Background: an optimization exercise with open tools, aiming at small area. Do not read the settings as production practice.
Function was checked by simulation only, so behaviour that the tests miss may differ from the original.
Power figures rest on the tool's default switching activity, not on a simulated workload.

[flow/config.mk]
export PLATFORM = sky130hd
export DESIGN_NAME = lcd_frame_refresh
export DESIGN_NICKNAME = lcd_frame_refresh
export VERILOG_FILES = /design/flow/design.v
export SDC_FILE = /design/flow/constraint.sdc
export NUM_CORES = 4
export LEC_CHECK = 0
export CAP_MARGIN = 20
export CORE_MARGIN = 2
export CORE_UTILIZATION = 65
export PLACE_DENSITY = 0.75
export SLEW_MARGIN = 20
export SYNTH_HIERARCHICAL = 1
export SYNTH_MINIMUM_KEEP_SIZE = 0
[flow/constraint.sdc]
create_clock -name core_clock -period 10.0 [get_ports {clk}]
set_input_delay 2.0000 -clock core_clock [delete_from_list [all_inputs] [get_ports {clk}]]
set_output_delay 2.0000 -clock core_clock [all_outputs]
set_load 0.01 [all_outputs]
[flow/design.v]
module lcd_frame_refresh #(
    parameter int unsigned ROWS        = 4,
    parameter int unsigned COLS        = 20,
    parameter int unsigned POWERUP_CYC = 40_000,
    parameter int unsigned SETUP_CYC   = 4,
    parameter int unsigned E_HIGH_CYC  = 25,
    parameter int unsigned CMD_CYC     = 200,
    parameter int unsigned LONG_CYC    = 4_000,
    localparam int unsigned NCHR       = ROWS * COLS,
    localparam int unsigned AW         = $clog2(NCHR + 1)
) (
    input  logic          clk,
    input  logic          rst,
    input  logic          wr_en,
    input  logic [AW-1:0] wr_addr,
    input  logic [7:0]    wr_data,
    output logic          lcd_rs,
    output logic          lcd_rw,
    output logic          lcd_e,
    output logic [7:0]    lcd_data,
    output logic          init_done,
    output logic          frame_done
);
    localparam int unsigned RL     = 16;                
    localparam int unsigned NRING  = (NCHR + RL - 1) / RL;
    localparam int unsigned HW     = AW - 4;            
    localparam int unsigned E_ON   = SETUP_CYC - 1;
    localparam int unsigned E_OFF  = SETUP_CYC + E_HIGH_CYC - 1;
    localparam int unsigned DONE_S = SETUP_CYC + E_HIGH_CYC + CMD_CYC - 1;
    localparam int unsigned DONE_L = SETUP_CYC + E_HIGH_CYC + LONG_CYC - 1;
    localparam int unsigned PU_K   = (POWERUP_CYC - 1) / RL;
    localparam int unsigned Q_RST  = (POWERUP_CYC - 1) % RL;
    localparam int unsigned TMAX   = (DONE_L > PU_K) ? DONE_L : PU_K;
    localparam int unsigned CNT_W  = $clog2(TMAX + 1);
    localparam int unsigned N_RST  = NCHR - 8;
    function automatic logic reached(input logic [CNT_W-1:0] c, input int unsigned k);
        reached = ((c & CNT_W'(k)) == CNT_W'(k));
    endfunction
    function automatic logic [7:0] init_byte(input logic [2:0] s);
        case (s)
            3'd0, 3'd1, 3'd2: init_byte = 8'h30;
            3'd3:             init_byte = 8'h38;
            3'd4:             init_byte = 8'h08;
            3'd5:             init_byte = 8'h01;
            3'd6:             init_byte = 8'h06;
            default:          init_byte = 8'h0C;
        endcase
    endfunction
    logic [CNT_W-1:0] cnt_q;
    logic [3:0]       q_q;        
    logic [AW-1:0]    nidx_q;     
    logic             busy_q;
    logic             dirty_q;
    logic [7:0]       hold_q;     
    logic             rs_q, e_q, init_done_q, frame_done_q;
    logic [7:0]       data_q;
    logic             wr_ok;
    assign wr_ok = wr_en && (wr_addr < AW'(NCHR));
    logic [2:0] step;
    assign step = nidx_q[2:0];
    logic powerup, in_init, idle, xfer_char;
    assign powerup   = !init_done_q && !busy_q;
    assign in_init   = !init_done_q &&  busy_q;
    assign idle      =  init_done_q && !busy_q;
    assign xfer_char =  init_done_q &&  busy_q &&  rs_q;
    logic long_c, done_c, q_zero;
    assign long_c = in_init && (step <= 3'd2 || step == 3'd5);
    assign done_c = busy_q && (long_c ? reached(cnt_q, DONE_L) : reached(cnt_q, DONE_S));
    assign q_zero = (q_q == 4'd0);
    logic row_end, last_chr;
    always_comb begin
        row_end = 1'b0;
        for (int r = 0; r < int'(ROWS); r++)
            if (nidx_q == AW'(r * COLS)) row_end = 1'b1;
    end
    assign last_chr = (nidx_q == '0);
    logic pu_launch, init_end, frame_end, addr0_launch, launch, is_char, char_launch;
    assign pu_launch    = powerup && q_zero && reached(cnt_q, PU_K);
    assign init_end     = in_init && done_c && (step == 3'd7);
    assign frame_end    = xfer_char && done_c && last_chr;
    assign addr0_launch = idle && dirty_q;
    assign launch       = pu_launch || addr0_launch || (done_c && !init_end && !frame_end);
    assign is_char      = busy_q && !(rs_q && row_end);
    assign char_launch  = launch && init_done_q && is_char;
    logic nidx_inc;
    assign nidx_inc = (in_init && done_c) || char_launch;
    logic [7:0] l_byte;
    always_comb begin
        if (!init_done_q) l_byte = init_byte(step + 3'd1);
        else if (is_char) l_byte = hold_q;
        else              l_byte = {1'b1, nidx_q[2], 1'b0, nidx_q[5], 1'b0, nidx_q[5], 2'b00};
    end
    always_ff @(posedge clk) begin
        if (rst) begin
            cnt_q   <= '0;
            q_q     <= 4'(Q_RST);
            nidx_q  <= AW'(N_RST);
            busy_q  <= 1'b0;
            dirty_q <= 1'b1;
        end else begin
            cnt_q   <= (launch || done_c) ? '0
                     : cnt_q + CNT_W'(busy_q || (powerup && q_zero));
            q_q     <= q_q - 4'd1;
            if (nidx_inc) nidx_q <= (nidx_q == AW'(NCHR - 1)) ? '0 : nidx_q + AW'(1);
            busy_q  <= launch || (busy_q && !done_c);
            dirty_q <= wr_ok || (dirty_q && !addr0_launch);
        end
    end
    always_ff @(posedge clk or posedge rst) begin
        if (rst) begin
            rs_q         <= 1'b0;
            e_q          <= 1'b0;
            data_q       <= 8'h00;
            init_done_q  <= 1'b0;
            frame_done_q <= 1'b0;
        end else begin
            if (launch) begin
                rs_q   <= char_launch;
                data_q <= l_byte;
            end
            e_q          <= e_q ? !reached(cnt_q, E_OFF)
                          : (busy_q && cnt_q == CNT_W'(E_ON));
            init_done_q  <= init_done_q || init_end;
            frame_done_q <= frame_end;
        end
    end
    logic [3:0] wslot;
    assign wslot = wr_addr[3:0] - q_q;
    logic [NRING-1:0] sel_hi;
    logic [RL-1:0]    sel_lo;
    always_comb begin
        for (int h = 0; h < int'(NRING); h++)
            sel_hi[h] = (wr_ok && wr_addr[AW-1:4] == HW'(h)) || rst;
        for (int l = 0; l < int'(RL); l++)
            sel_lo[l] = (wslot == 4'(l)) || rst;
    end
    logic [7:0] x_even, x_odd;
    assign x_even = rst ? 8'hFF : ~(wr_data ^ 8'h20);
    assign x_odd  = rst ? 8'h00 : (wr_data ^ 8'h20);
    logic [7:0] slot_q [NRING][RL];
    logic [7:0] slot_d [NRING][RL];
    for (genvar h = 0; h < int'(NRING); h++) begin : g_ring
        for (genvar j = 0; j < int'(RL); j++) begin : g_slot
            logic sel, sel_n;
            lcd_frame_refresh_sel u_sel (
                .hi(sel_hi[h]), .lo(sel_lo[j]), .hi_n(!sel_hi[h]), .lo_n(!sel_lo[j]),
                .sel(sel), .sel_n(sel_n)
            );
            for (genvar b = 0; b < 8; b++) begin : g_bit
                lcd_frame_refresh_cell u_cell (
                    .sel_n(sel_n), .sel(sel),
                    .x((j % 2 == 0) ? x_even[b] : x_odd[b]),
                    .prev(slot_q[h][(j + RL - 1) % RL][b]), .d(slot_d[h][j][b])
                );
            end
        end
    end
    always_ff @(posedge clk) begin
        for (int h = 0; h < int'(NRING); h++)
            for (int j = 0; j < int'(RL); j++) slot_q[h][j] <= slot_d[h][j];
    end
    logic [7:0] tap_byte;
    always_comb begin
        tap_byte = 8'h20;
        for (int h = 0; h < int'(NRING); h++)
            if (nidx_q[AW-1:4] == HW'(h)) tap_byte = ~slot_q[h][RL-1] ^ 8'h20;
    end
    logic snoop, capture;
    assign snoop   = wr_ok && (wr_addr == nidx_q);
    assign capture = (q_q == nidx_q[3:0]);
    always_ff @(posedge clk) begin
        if (snoop)        hold_q <= wr_data;
        else if (capture) hold_q <= tap_byte;
    end
    assign lcd_rs     = rs_q;
    assign lcd_rw     = 1'b0;
    assign lcd_e      = e_q;
    assign lcd_data   = data_q;
    assign init_done  = init_done_q;
    assign frame_done = frame_done_q;
endmodule
module lcd_frame_refresh_sel (
    input  logic hi,
    input  logic lo,
    input  logic hi_n,
    input  logic lo_n,
    output logic sel,
    output logic sel_n
);
    assign sel   = !(hi_n || lo_n);
    assign sel_n = !(hi && lo);
endmodule
module lcd_frame_refresh_cell (
    input  logic sel_n,
    input  logic sel,
    input  logic x,
    input  logic prev,
    output logic d
);
    assign d = ~((sel_n | x) & (sel | prev));
endmodule
[flow/flow/run.sh]
#!/bin/bash
# Own layout flow: the standard ORFS flow (standard.sh, unchanged synthesis), with
# smaller port buffers (buf_1) and clock tree synthesis with small leaf clusters of
# clkbuf_8 and no dummy loads. The make output goes to standard.log; ORFS writes each
# step's full log under orfs/logs/.
set -euo pipefail
cd "$(dirname "$0")/.."
export BUFFER_PORTS_ARGS="-buffer_cell sky130_fd_sc_hd__buf_1"
export CTS_ARGS="-sink_clustering_enable -repair_clock_nets -sink_clustering_size 18 -sink_clustering_max_diameter 60 -buf_list sky130_fd_sc_hd__clkbuf_8 -dont_use_dummy_load"
bash standard.sh > standard.log 2>&1
[flow/standard.sh]
#!/bin/bash
# synth_recipe.tcl (not shown) runs the flow's synth.tcl, then flattens the netlist and writes it again
# the make line also repeats each setting of config.mk as NAME=value (left out here)
make -C /OpenROAD-flow-scripts/flow DESIGN_CONFIG=/design/flow/config.mk WORK_HOME=/design/flow/orfs CLKGATE_MAP_FILE= SYNTH_SCRIPT=/design/flow/synth_recipe.tcl "${@:-finish}"
==> results of run 1 <==
==> logic make-up (layout without fill, tap and decap cells) <==
| group | Yosys count | after routing | share of synthesized area |
|---|---|---|---|
| other | 1 | 2 | 0.000180 |
| adder cells (fa/ha/maj) | 14 | 14 | 0.00879 |
| XOR/XNOR | 30 | 30 | 0.0126 |
| AO/OA/AOI/OAI | 729 | 729 | 0.225 |
| flip-flops | 685 | 685 | 0.666 |
| multiplexers | 28 | 28 | 0.0188 |
| AND/OR/NAND/NOR | 270 | 270 | 0.0564 |
| buffers and inverters | 59 | 117 | 0.0121 |
==> per-module statistics from Yosys (local to each module, per instance) <==
module                  flops+latches  cells  times used
lcd_frame_refresh                 685   1016           1
lcd_frame_refresh_sel               0      2          80
lcd_frame_refresh_cell              0      1         640
==> sequential cells by signal, indices dropped and copies added, names as in the netlist <==
name and flops:
busy_q 1, cnt_q 12, data_q 8, dirty_q 1
e_q 1, frame_done_q 1, hold_q 8, init_done_q 1
nidx_q 7, q_q 4, rs_q 1, slot_q 640
==> power groups by stage <==
stage | clock (µW) | sequential (µW) | combinational [µW]
floorplan | 0 | 3380 | 466
global placement | 0 | 3450 | 646
detailed placement | 0 | 3450 | 670
CTS | 1200 | 3400 | 674
global route | 1300 | 3430 | 751
finish | 1200 | 3400 | 710
==> cell usage after synthesis (2+ instances only) <==
cell type	number
sky130_fd_sc_hd__a211o_1	3
sky130_fd_sc_hd__a211oi_1	2
sky130_fd_sc_hd__a21o_1	4
sky130_fd_sc_hd__a21oi_1	10
sky130_fd_sc_hd__a31o_2	17
sky130_fd_sc_hd__a31oi_1	17
sky130_fd_sc_hd__a32o_1	3
sky130_fd_sc_hd__and3_1	5
sky130_fd_sc_hd__buf_1	5
sky130_fd_sc_hd__buf_2	3
sky130_fd_sc_hd__buf_4	5
sky130_fd_sc_hd__clkbuf_1	15
sky130_fd_sc_hd__dfrtp_1	12
sky130_fd_sc_hd__dfxtp_1	665
sky130_fd_sc_hd__edfxtp_1	8
sky130_fd_sc_hd__ha_1	13
sky130_fd_sc_hd__inv_1	30
sky130_fd_sc_hd__mux2_2	14
sky130_fd_sc_hd__mux2i_1	6
sky130_fd_sc_hd__mux4_2	7
sky130_fd_sc_hd__nand2_1	105
sky130_fd_sc_hd__nand3_1	18
sky130_fd_sc_hd__nand3b_1	2
sky130_fd_sc_hd__nand4_1	6
sky130_fd_sc_hd__nor2_1	105
sky130_fd_sc_hd__nor2b_1	7
sky130_fd_sc_hd__nor3_1	5
sky130_fd_sc_hd__nor4_2	2
sky130_fd_sc_hd__nor4b_1	2
sky130_fd_sc_hd__o211ai_1	2
sky130_fd_sc_hd__o21ai_0	10
sky130_fd_sc_hd__o221ai_1	3
sky130_fd_sc_hd__o22ai_1	648
sky130_fd_sc_hd__o311a_1	2
sky130_fd_sc_hd__or2_2	2
sky130_fd_sc_hd__or3_1	2
sky130_fd_sc_hd__or4_4	2
sky130_fd_sc_hd__xnor2_1	16
sky130_fd_sc_hd__xor2_1	14
==> layout make-up <==
| type | instances | area [µm²] | share of cell area |
|---|---|---|---|
| inverters | 30 | 115 | 0.00521 |
| flip-flops and latches | 685 | 13900 | 0.627 |
| repair buffers | 42 | 220 | 0.00996 |
| well taps | 402 | 503 | 0.0228 |
| clock buffers | 45 | 619 | 0.0280 |
| multi-input cells | 1072 | 6790 | 0.307 |
| diodes | 1 | 2.50 | 0.000113 |
==> layer usage <==
metal / part of all wire / vias up / GRT usage
met4: 0.052 / 4 / 0.173
met5: 0.00042 / - / 0
met2: 0.43 / 1015 / 0.548
li1: - / 7131 / -
met1: 0.40 / 7742 / 0.478
met3: 0.12 / 230 / 0.101
==> final timing paths <==
path / start / endpoint / cells after the start
min in group asynchronous: rst / init_done_q / 2
setup reg to reg: q_q[1] / slot_q[69][1] / 8
hold reg to reg: slot_q[23][4] / slot_q[24][4] / 1
max in group asynchronous: rst / data_q[5] / 3
hold / removal: slot_q[23][4] / slot_q[24][4] / 1
setup / recovery: rst / slot_q[49][3] / 7
==> critical path, stage by stage <==
cell	delay [ns]
sky130_fd_sc_hd__clkbuf_2	0.75
sky130_fd_sc_hd__inv_1	0.41
sky130_fd_sc_hd__buf_4	0.34
sky130_fd_sc_hd__nand2_1	0.61
sky130_fd_sc_hd__inv_1	0.53
sky130_fd_sc_hd__nor2_1	0.60
sky130_fd_sc_hd__o22ai_1	0.16
==> through the flow <==
stage	area, µm²	setup WS (ns)	power (µW)	utilization	hold slack (ns)
floorplan	20800	5.17	3850	-	0.402
global placement	21400	4.66	4100	0.678	0.403
detailed placement	21400	4.48	4120	0.679	0.407
CTS	22000	5.12	5270	0.698	0.402
global route	22100	4.87	5490	0.700	0.412
finish	22100	5.01	5310	0.700	0.398
==> results.yml, run 1 <==
finish:
  stdcell_count: 2277
  layout_common_cells: "sky130_fd_sc_hd__dfxtp_1, sky130_fd_sc_hd__o22ai_1, sky130_fd_sc_hd__nor2_1"
  drive_gt1_frac: 0.0720
  filler_cell_count: 2338
  most_common_cell_after_layout_fill_and_taps_aside: "sky130_fd_sc_hd__dfxtp_1"
  num-nets-final: 1908
  syn2layout_area_growth_pct: 6.31
clock_network:
  clock_tree.root_cell: "sky130_fd_sc_hd__clkbuf_8"
  clk_pin_slew_worst_setup_hold_paths_ns: 0.11
  clock_sinks: 685
  cts_bufs_inserted: 45
  insertion_delay_ns: 0.62
  cts-root-to-sink-buffers: 3
  postCtsSetupRepairBufs: 0
  htree_num_levels: 2
  postcts_resize_cnt: 0
  hold_buffers: 0
  cts_tree: "yes"
critical_path:
  worst_ep_arrival_time_ns: 5.43
  timing.setup.critical_path_class: "input port to flop"
  worst_setup_path_end_kind: "flop"
  critPathMaxFanout: 47
  critical_path_required_ns: 10.43
  worst_setup_path_start_kind: "input port"
  setup.reg_to_reg.worst_slack_ns: 6.44
sta:
  total_setup_violations_reported_at_the_end_of_the_flow: 0
  setup_repair_after_global_routing_missed_its_margin: "no"
  setup_tns_ns: 0
  slew_headroom: 0.188
  max_clock_freq_ghz: 0.200
  finalHoldViolCount: 0
  post-route-min-period_ns: 4.99
  worst_pin_slew_ns: 1.22
  fin_worst_skew_ns: 0.0755
  maxSlewViolCount: 0
  fin_crit_sh: 0.499
floorplanning:
  floorplan.initialDensity: 0.659
  core.rowCount: 65
  core-area_um2: 31600
  design.die.area_um2: 33400
  num_io_pins: 31
  chipWidth_um: 183
  die_h_um: 183
routing:
  detail_route.first_pass.iterations: 6
  wire_per_inst_um: 27.0
  routed_wl_mm: 61.4
  post_drt_via_cell_ratio: 7.08
  detail_route.iter0.violations: 2072
  route.detailed.drc: 0
  count_of_nets_left_with_antenna_violations_after_detail_routing: 0
  vias: 16122
pwr:
  power.net_switching_uw: 1430
  power.clock.fraction: 0.226
  powerDensity_nw_per_um2: 240
  share_comb_of_total_power: 0.134
  cell_internal_pwr_uw: 3890
  sequential_power_share: 0.641
  power_switching_share: 0.268
  power.static_leakage_uw: 0.00834
  vdd_ir_drop_max_v: 0.000161
global_routing:
  first_pass_grt_wire_length_mm: 90.6
  first_global_vias: 15075
  grt_util_all_layers: 0.360
  overflow: 0
  antenna_found_initial: 2
  grt_max_degree: 48
synthesis:
  synth_top_cell_area_share: 0.640
  synth-warning-count: 10
  netlist_area_um2: 20800
  synth_top_flop_cell: "sky130_fd_sc_hd__dfxtp_1"
  synth-async-reset-ratio: 0.0175
  yosys_register_bits: 685
  ys_top_cells_by_area: "sky130_fd_sc_hd__dfxtp_1, sky130_fd_sc_hd__o22ai_1, sky130_fd_sc_hd__nand2_1, sky130_fd_sc_hd__nor2_1, sky130_fd_sc_hd__dfrtp_1"
  postSynthAreaPerCell_um2: 11.4
  synthDominantAreaCellType: "sky130_fd_sc_hd__dfxtp_1"
  synth_fp_nets: 1848
  synth.distinct_cells: 58
  synth_enable_flop_cells: 8
  post_synth_inst_count: 1816
  synth.yosys.seq_area_share: 0.666
min_path:
  hp-class: "flop to flop"
place:
  dpl.hpwl_mm: 34.5
  gp_congestion: 0.957
  io_buffers: 29
  dp.cells: 2230
outcome:
  run_status: "timing/DRC/antenna clean"
job:
  timing.max_cap.violations: 0
==> run 2, diff against run 1 <==
--- a/flow/config.mk
+++ b/flow/config.mk
@@ -6,9 +6,9 @@
 export NUM_CORES = 4
 export LEC_CHECK = 0
-export CAP_MARGIN = 20
+export CAP_MARGIN = 0
 export CORE_MARGIN = 2
 export CORE_UTILIZATION = 65
 export PLACE_DENSITY = 0.75
-export SLEW_MARGIN = 20
+export SLEW_MARGIN = 0
 export SYNTH_HIERARCHICAL = 1
 export SYNTH_MINIMUM_KEEP_SIZE = 0
==> results.yml, run 2 <==
routing:
  detail_route.iter0.violations: 1949
  vias: 16070
  route.detailed.drc: 0
  detail_route.first_pass.iterations: 6
  post_drt_via_cell_ratio: 7.06
  count_of_nets_left_with_antenna_violations_after_detail_routing: 0
  routed_wl_mm: 61.2
  wire_per_inst_um: 26.9
sta:
  post-route-min-period_ns: 5.10
  fin_worst_skew_ns: 0.0809
  setup_tns_ns: 0
  total_setup_violations_reported_at_the_end_of_the_flow: 0
  finalHoldViolCount: 0
  slew_headroom: 0.0478
  fin_crit_sh: 0.510
  worst_pin_slew_ns: 1.42
  setup_repair_after_global_routing_missed_its_margin: "no"
  max_clock_freq_ghz: 0.196
  maxSlewViolCount: 0
synthesis:
  yosysMostFrequentCell: "sky130_fd_sc_hd__dfxtp_1"
  yosys_register_bits: 685
  postSynthAreaPerCell_um2: 11.4
  synth_fp_nets: 1848
  synth-async-reset-ratio: 0.0175
  ys_top_cells_by_area: "sky130_fd_sc_hd__dfxtp_1, sky130_fd_sc_hd__o22ai_1, sky130_fd_sc_hd__nand2_1, sky130_fd_sc_hd__nor2_1, sky130_fd_sc_hd__dfrtp_1"
  synthDominantAreaCellType: "sky130_fd_sc_hd__dfxtp_1"
  post_synth_inst_count: 1816
  synth.yosys.seq_area_share: 0.666
  synth_top_flop_cell: "sky130_fd_sc_hd__dfxtp_1"
  synth_commonest_cells: "sky130_fd_sc_hd__dfxtp_1, sky130_fd_sc_hd__o22ai_1, sky130_fd_sc_hd__nand2_1, sky130_fd_sc_hd__nor2_1, sky130_fd_sc_hd__inv_1"
  netlist_area_um2: 20800
  synth-warning-count: 10
  synth_enable_flop_cells: 8
  synth_top_cell_area_share: 0.640
  synth.distinct_cells: 58
finish:
  most_common_cell_after_layout_fill_and_taps_aside: "sky130_fd_sc_hd__dfxtp_1"
  register_area_um2: 13900
  num-nets-final: 1908
  filler_cell_count: 2357
  stdcell_count: 2276
  max_flop_register: "slot_q"
  largest_register_ffs: 640
  layout_common_cells: "sky130_fd_sc_hd__dfxtp_1, sky130_fd_sc_hd__o22ai_1, sky130_fd_sc_hd__nor2_1"
  stdcell_area_um2: 22000
  multi_input_comb_area_um2: 6750
  diodes: 0
  drive_gt1_frac: 0.0688
  syn2layout_area_growth_pct: 6.02
  reg.largest.list: "slot_q: 640 flops, cnt_q: 12 flops"
pwr:
  totalPowerFinal_uw: 5300
  power.static_leakage_uw: 0.00832
  powerDensity_nw_per_um2: 241
  vdd_ir_drop_max_v: 0.000167
floorplanning:
  chipWidth_um: 183
  die_h_um: 183
  core-area_um2: 31600
  core.rowCount: 65
  floorplan.initialDensity: 0.659
  num_io_pins: 31
  design.die.area_um2: 33400
critical_path:
  critical_path.cell_chain: "buf_1 > ha_1 > a21o_1 > a21o_1 > xnor2_1 > a31oi_1 > nor2_1 > o22ai_1"
  reg2reg_to: "slot_q[11][3]"
  critical_path.max_stage_delay_ns: 0.96
  critPathMaxFanout: 16
  path_delay_family: "compound AO/OA/AOI/OAI gates"
  reg2reg_depth: 8
  slowest_stage: "sky130_fd_sc_hd__xnor2_1"
  critical_path_required_ns: 10.43
  worst_setup_path_end_kind: "flop"
  timing.setup.critical_path_class: "input port to flop"
  worst_ep_arrival_time_ns: 5.53
  startpoint_of_the_worst_register_to_register_path: "q_q[1]"
  cp.buffers_inverters: 1
  worst_setup_path_start_kind: "input port"
  worst_path_most_repeated_cell: "sky130_fd_sc_hd__a21o_1"
  setup.reg_to_reg.worst_slack_ns: 6.00
place:
  dp.cells: 2230
  area_after_dpl_um2: 21400
  dpl.hpwl_mm: 34.5
  gp_congestion: 0.957
  io_buffers: 29
min_path:
  min_delay_worst_endpoint: "slot_q[24][3]"
  hp-class: "flop to flop"
  min_delay_path_depth: 1
  worst_hold_startpoint: "slot_q[23][3]"
outcome:
  run_status: "timing/DRC/antenna clean"
clock_network:
  insertion_delay_ns: 0.61
  cts_tree: "yes"
  htree_num_levels: 2
  postCtsSetupRepairBufs: 0
  clock_tree.root_cell: "sky130_fd_sc_hd__clkbuf_8"
  hold_buffers: 0
  cts-root-to-sink-buffers: 3
  cts_bufs_inserted: 45
  clock_sinks: 685
  postcts_resize_cnt: 0
  clk_pin_slew_worst_setup_hold_paths_ns: 0.10
global_routing:
  overflow: 0
  grt_util_all_layers: 0.360
  grt_max_degree: 48
  antenna_found_initial: 1
  first_pass_grt_wire_length_mm: 91.0
  first_global_vias: 15040
job:
  timing.max_cap.violations: 0
run 2: cell types whose count changed in the layout (fill, tap and decap cells not counted), moves of 2 or more:
cell	before	now
sky130_fd_sc_hd__a31oi_1	9	11
sky130_fd_sc_hd__a31oi_2	8	6
sky130_fd_sc_hd__xnor2_1	14	16
sky130_fd_sc_hd__xnor2_2	2	0
sky130_fd_sc_hd__xor2_1	12	14
sky130_fd_sc_hd__xor2_2	2	0
run 2: metrics by stage:
| step | util | hold slack (ns) | setup slack (ns) |
|---|---|---|---|
| 6_report | 0.699 | 0.390 | 4.90 |
| 5_1_grt | 0.699 | 0.409 | 4.77 |
| 4_1_cts | 0.698 | 0.391 | 5.08 |
| 3_5_place_dp | 0.678 | 0.407 | 4.49 |
| 3_3_place_gp | 0.678 | 0.403 | 4.66 |
| 2_1_floorplan | - | 0.402 | 5.17 |
run 2: logic make-up (layout without fill, tap and decap cells):
family / count (synthesis) / after routing / synth area share
DFF: 685 / 685 / 0.666
muxes: 28 / 28 / 0.0188
other: 1 / 1 / 0.000180
AOI/OAI and AO/OA: 729 / 729 / 0.225
xor gates and xnor gates: 30 / 30 / 0.0126
adders and majority gates: 14 / 14 / 0.00879
and+or+nand+nor: 270 / 270 / 0.0564
buffers and inverters: 59 / 117 / 0.0121
run 2: layer usage:
metal | share of wire | track usage | vias to the layer above
met5 | 0.00020 | 0 | -
met4 | 0.052 | 0.160 | 2
met3 | 0.12 | 0.0836 | 217
met2 | 0.43 | 0.553 | 1019
met1 | 0.40 | 0.490 | 7711
li1 | - | - | 7121
run 2: final cells by class:
class / instances / share of cell area
clock buffers: 45 / 0.0281
inverters: 30 / 0.00511
multi-input cells: 1072 / 0.306
flip-flops and latches: 685 / 0.628
well taps: 402 / 0.0228
repair buffers: 42 / 0.00942
run 2: power breakdown:
part           internal, µW  total [µW]  switching, µW
Combinational           253         708            455
Sequential             3230        3400            176
Clock                   406        1190            784
Total                  3890        5300           1410
run 2: worst max path at each step:
stage / from / endpoint / slack [ns] / cells after the start
2_1_floorplan: rst / slot_q[0][7] / 5.17 / 4
3_3_place_gp: wr_addr[1] / slot_q[10][7] / 4.66 / 8
3_5_place_dp: wr_addr[1] / slot_q[74][1] / 4.49 / 8
4_1_cts: wr_addr[1] / slot_q[74][6] / 5.08 / 8
5_1_grt: wr_addr[1] / slot_q[11][0] / 4.77 / 8
6_report: wr_addr[1] / slot_q[11][3] / 4.90 / 8
run 2: per-module statistics from Yosys, one instance, submodules excluded:
module	times used	cells inside	cell area, µm²
lcd_frame_refresh_cell	640	1	6.26
lcd_frame_refresh	1	1016	16200
lcd_frame_refresh_sel	80	2	7.51
==> run 3, diff against run 2 <==
--- a/flow/flow/run.sh
+++ b/flow/flow/run.sh
@@ -7,4 +7,4 @@
 cd "$(dirname "$0")/.."
 export BUFFER_PORTS_ARGS="-buffer_cell sky130_fd_sc_hd__buf_1"
-export CTS_ARGS="-sink_clustering_enable -repair_clock_nets -sink_clustering_size 18 -sink_clustering_max_diameter 60 -buf_list sky130_fd_sc_hd__clkbuf_8 -dont_use_dummy_load"
+export CTS_ARGS="-sink_clustering_enable -repair_clock_nets -sink_clustering_size 10 -sink_clustering_max_diameter 40 -buf_list sky130_fd_sc_hd__clkbuf_4 -dont_use_dummy_load"
 bash standard.sh > standard.log 2>&1
--- a/flow/config.mk
+++ b/flow/config.mk
@@ -8,6 +8,9 @@
 export CAP_MARGIN = 0
 export CORE_MARGIN = 2
-export CORE_UTILIZATION = 65
-export PLACE_DENSITY = 0.75
+export CORE_UTILIZATION = 80
+export CTS_BUF_LIST = sky130_fd_sc_hd__clkbuf_16
+export CTS_CLUSTER_DIAMETER = 80
+export CTS_CLUSTER_SIZE = 30
+export PLACE_DENSITY = 0.88
 export SLEW_MARGIN = 0
 export SYNTH_HIERARCHICAL = 1
==> results.yml, run 3 <==
synthesis:
  synth_fp_nets: 1848
  synth_enable_flop_cells: 8
  synth.yosys.seq_area_share: 0.666
  synth.distinct_cells: 58
  synthDominantAreaCellType: "sky130_fd_sc_hd__dfxtp_1"
  synth_top_flop_cell: "sky130_fd_sc_hd__dfxtp_1"
  synth-async-reset-ratio: 0.0175
  synth_commonest_cells: "sky130_fd_sc_hd__dfxtp_1, sky130_fd_sc_hd__o22ai_1, sky130_fd_sc_hd__nand2_1, sky130_fd_sc_hd__nor2_1, sky130_fd_sc_hd__inv_1"
  netlist_area_um2: 20800
  post_synth_inst_count: 1816
  postSynthAreaPerCell_um2: 11.4
  yosysMostFrequentCell: "sky130_fd_sc_hd__dfxtp_1"
  synth_top_cell_area_share: 0.640
  ys_top_cells_by_area: "sky130_fd_sc_hd__dfxtp_1, sky130_fd_sc_hd__o22ai_1, sky130_fd_sc_hd__nand2_1, sky130_fd_sc_hd__nor2_1, sky130_fd_sc_hd__dfrtp_1"
  synth-warning-count: 10
  yosys_register_bits: 685
critical_path:
  worst_ep_arrival_time_ns: 5.53
  worst_setup_path_start_kind: "input port"
  critical_path.max_stage_delay_ns: 0.88
  critical_path_required_ns: 10.56
  reg2reg_depth: 8
  reg2reg_to: "slot_q[76][2]"
  slowest_stage: "sky130_fd_sc_hd__a31oi_1"
  startpoint_of_the_worst_register_to_register_path: "q_q[1]"
  worst_path_most_repeated_cell: "sky130_fd_sc_hd__a21o_1"
  timing.setup.critical_path_class: "input port to flop"
  critPathMaxFanout: 16
  worst_setup_path_end_kind: "flop"
  critical_path.cell_chain: "buf_1 > ha_1 > a21o_1 > a21o_1 > xnor2_1 > a31oi_1 > nor2_1 > o22ai_1"
  setup.reg_to_reg.worst_slack_ns: 6.02
global_routing:
  first_global_vias: 15926
  overflow: 0
  antenna_found_initial: 6
  grt_util_all_layers: 0.450
  grt_max_degree: 48
  first_pass_grt_wire_length_mm: 91.0
sta:
  fin_worst_skew_ns: 0.0692
  max_clock_freq_ghz: 0.201
  finalHoldViolCount: 0
  worst_slack_ns: 5.04
  post-route-min-period_ns: 4.96
  fin_crit_sh: 0.496
  total_setup_violations_reported_at_the_end_of_the_flow: 0
  setup_repair_after_global_routing_missed_its_margin: "no"
  maxSlewViolCount: 6
  slew_headroom: -0.130
  worst_pin_slew_ns: 1.69
  setup_tns_ns: 0
finish:
  stdcell_count: 2251
  largest_register_ffs: 640
  drive_gt1_frac: 0.0846
  num-nets-final: 1948
  max_flop_register: "slot_q"
  syn2layout_area_growth_pct: 5.55
  filler_cell_count: 1389
  reg.largest.list: "slot_q: 640 flops, cnt_q: 12 flops"
  layout_common_cells: "sky130_fd_sc_hd__dfxtp_1, sky130_fd_sc_hd__o22ai_1, sky130_fd_sc_hd__nor2_1"
  most_common_cell_after_layout_fill_and_taps_aside: "sky130_fd_sc_hd__dfxtp_1"
clock_network:
  cts_bufs_inserted: 79
  postcts_resize_cnt: 0
  clock_tree.root_cell: "sky130_fd_sc_hd__clkbuf_4"
  cts_tree: "yes"
  clock_sinks: 685
  cts-root-to-sink-buffers: 3
  hold_buffers: 0
  htree_num_levels: 3
  insertion_delay_ns: 0.77
  clk_pin_slew_worst_setup_hold_paths_ns: 0.11
  postCtsSetupRepairBufs: 0
pwr:
  share_comb_of_total_power: 0.134
  cell_internal_pwr_uw: 3850
  powerDensity_nw_per_um2: 241
  power.static_leakage_uw: 0.00838
  power_switching_share: 0.274
  sequential_power_share: 0.645
  power.net_switching_uw: 1450
  power.clock.fraction: 0.220
  vdd_ir_drop_max_v: 0.000186
floorplanning:
  floorplan.initialDensity: 0.807
  design.die.area_um2: 27300
  chipWidth_um: 165
  num_io_pins: 31
  core-area_um2: 25800
  die_h_um: 165
  core.rowCount: 59
place:
  gp_congestion: 0.990
  dp.cells: 2169
  dpl.hpwl_mm: 35.4
  pre_cts_ws_ns: 4.39
  io_buffers: 29
routing:
  wire_per_inst_um: 27.7
  vias: 16781
  count_of_nets_left_with_antenna_violations_after_detail_routing: 0
  routed_wl_mm: 62.3
  detail_route.first_pass.iterations: 10
  detail_route.iter0.violations: 2964
  post_drt_via_cell_ratio: 7.45
  route.detailed.drc: 0
outcome:
  run_status: "finished with violations"
  layout.failed_checks: "max-capacitance violations, max-slew violations"
min_path:
  min_delay_worst_endpoint: "slot_q[10][7]"
  hp-class: "flop to flop"
  min_delay_path_depth: 1
  worst_hold_startpoint: "slot_q[9][7]"
job:
  timing.max_cap.violations: 1
run 3: modules after synthesis (local to each module, per instance):
module,cell area (µm²),copies in the design,flops+latches
lcd_frame_refresh,16200,1,685
lcd_frame_refresh_sel,7.51,80,0
lcd_frame_refresh_cell,6.26,640,0
run 3: metal layers:
| metal | part of all wire | wire, µm | vias to the layer above | track usage |
|---|---|---|---|---|
| li1 | - | - | 7230 | - |
| met1 | 0.35 | 21900 | 7843 | 0.570 |
| met2 | 0.43 | 26600 | 1328 | 0.666 |
| met3 | 0.15 | 9100 | 372 | 0.150 |
| met4 | 0.074 | 4630 | 8 | 0.283 |
| met5 | 0.00091 | 57 | - | 0 |
run 3: power groups by stage:
stage	registers, µW	clock network (µW)	logic (µW)
floorplan	3380	0	466
global placement	3450	0	624
detailed placement	3460	0	663
CTS	3410	1150	670
global route	3450	1260	743
finish	3420	1170	711
run 3: worst max-delay path, delay by kind of cell:
family / cells / cell delay, ns
compound gates: 4 / 1.42
xor+xnor: 1 / 0.85
fa+ha+maj: 1 / 0.28
buf+inv: 1 / 0.24
simple gates: 1 / 0.72
run 3: worst max-delay path by stage:
stage               start            end  depth (start not counted)
2_1_floorplan         rst   slot_q[0][7]                          4
3_3_place_gp          rst  slot_q[53][2]                          6
3_5_place_dp          rst  slot_q[35][6]                          6
4_1_cts               rst  slot_q[35][6]                          6
5_1_grt               rst  slot_q[35][6]                          6
6_report       wr_addr[1]  slot_q[76][2]                          8
run 3: metrics by stage:
stage | cell area, µm² | total power, µW | utilization | hold slack, ns
floorplan | 20800 | 3850 | - | 0.402
global placement | 21300 | 4070 | 0.828 | 0.403
detailed placement | 21300 | 4120 | 0.828 | 0.407
CTS | 21900 | 5230 | 0.851 | 0.373
global route | 21900 | 5450 | 0.852 | 0.382
finish | 21900 | 5300 | 0.852 | 0.388
run 3: cells by family after synthesis:
kind of cell,share of synthesized area
adders and majority gates,0.00879
DFF,0.666
muxes,0.0188
and+or+nand+nor,0.0564
other,0.000180
buffers and inverters,0.0121
AOI/OAI and AO/OA,0.225
xor gates and xnor gates,0.0126
run 3: layout make-up:
| type | instances | area (µm²) | area share |
|---|---|---|---|
| Sequential cell | 685 | 13900 | 0.631 |
| Multi-Input combinational cell | 1072 | 6710 | 0.306 |
| Clock buffer | 79 | 593 | 0.0270 |
| Tap cell | 335 | 419 | 0.0191 |
| Timing Repair Buffer | 48 | 253 | 0.0115 |
| Inverter | 30 | 113 | 0.00513 |
| Antenna cell | 2 | 5.00 | 0.000228 |

-- what the ideal ports hide --
No port has a modelled driver above. Below, the same layouts with a new extraction and two added sets of constraints.
Step 1 (the two cells are an assumption about what drives the block):
set clk [get_ports {clk}]
set_driving_cell -lib_cell sky130_fd_sc_hd__clkbuf_16 $clk
set_driving_cell -lib_cell sky130_fd_sc_hd__buf_2 [delete_from_list [all_inputs] $clk]
Step 2 moves the port delays by t, midway between the first and last clock arrival at a register: inputs arrive t later, outputs are due t later. That takes back most of the time a late clock gives input paths.
Slacks: ideal ports / drivers / drivers and shift; pairs: ideal ports / drivers.
run	t (ns)	setup WS [ns]	worst setup path after step 2	worst register clock-pin slew, ns	worst slew at a driven data input, ns
run 1	0.643	5.006 / 5.039 / 4.396	input to register	0.11 / 0.11	0.04
run 2	0.629	4.899 / 4.918 / 4.289	input to register	0.12 / 0.12	0.04
run 3	0.773	5.037 / 5.053 / 4.280	input to register	0.11 / 0.11	0.07
For run 3, which loses most, drivers alone change the setup slack by +0.016 ns; drivers and shift together by -0.757 ns.
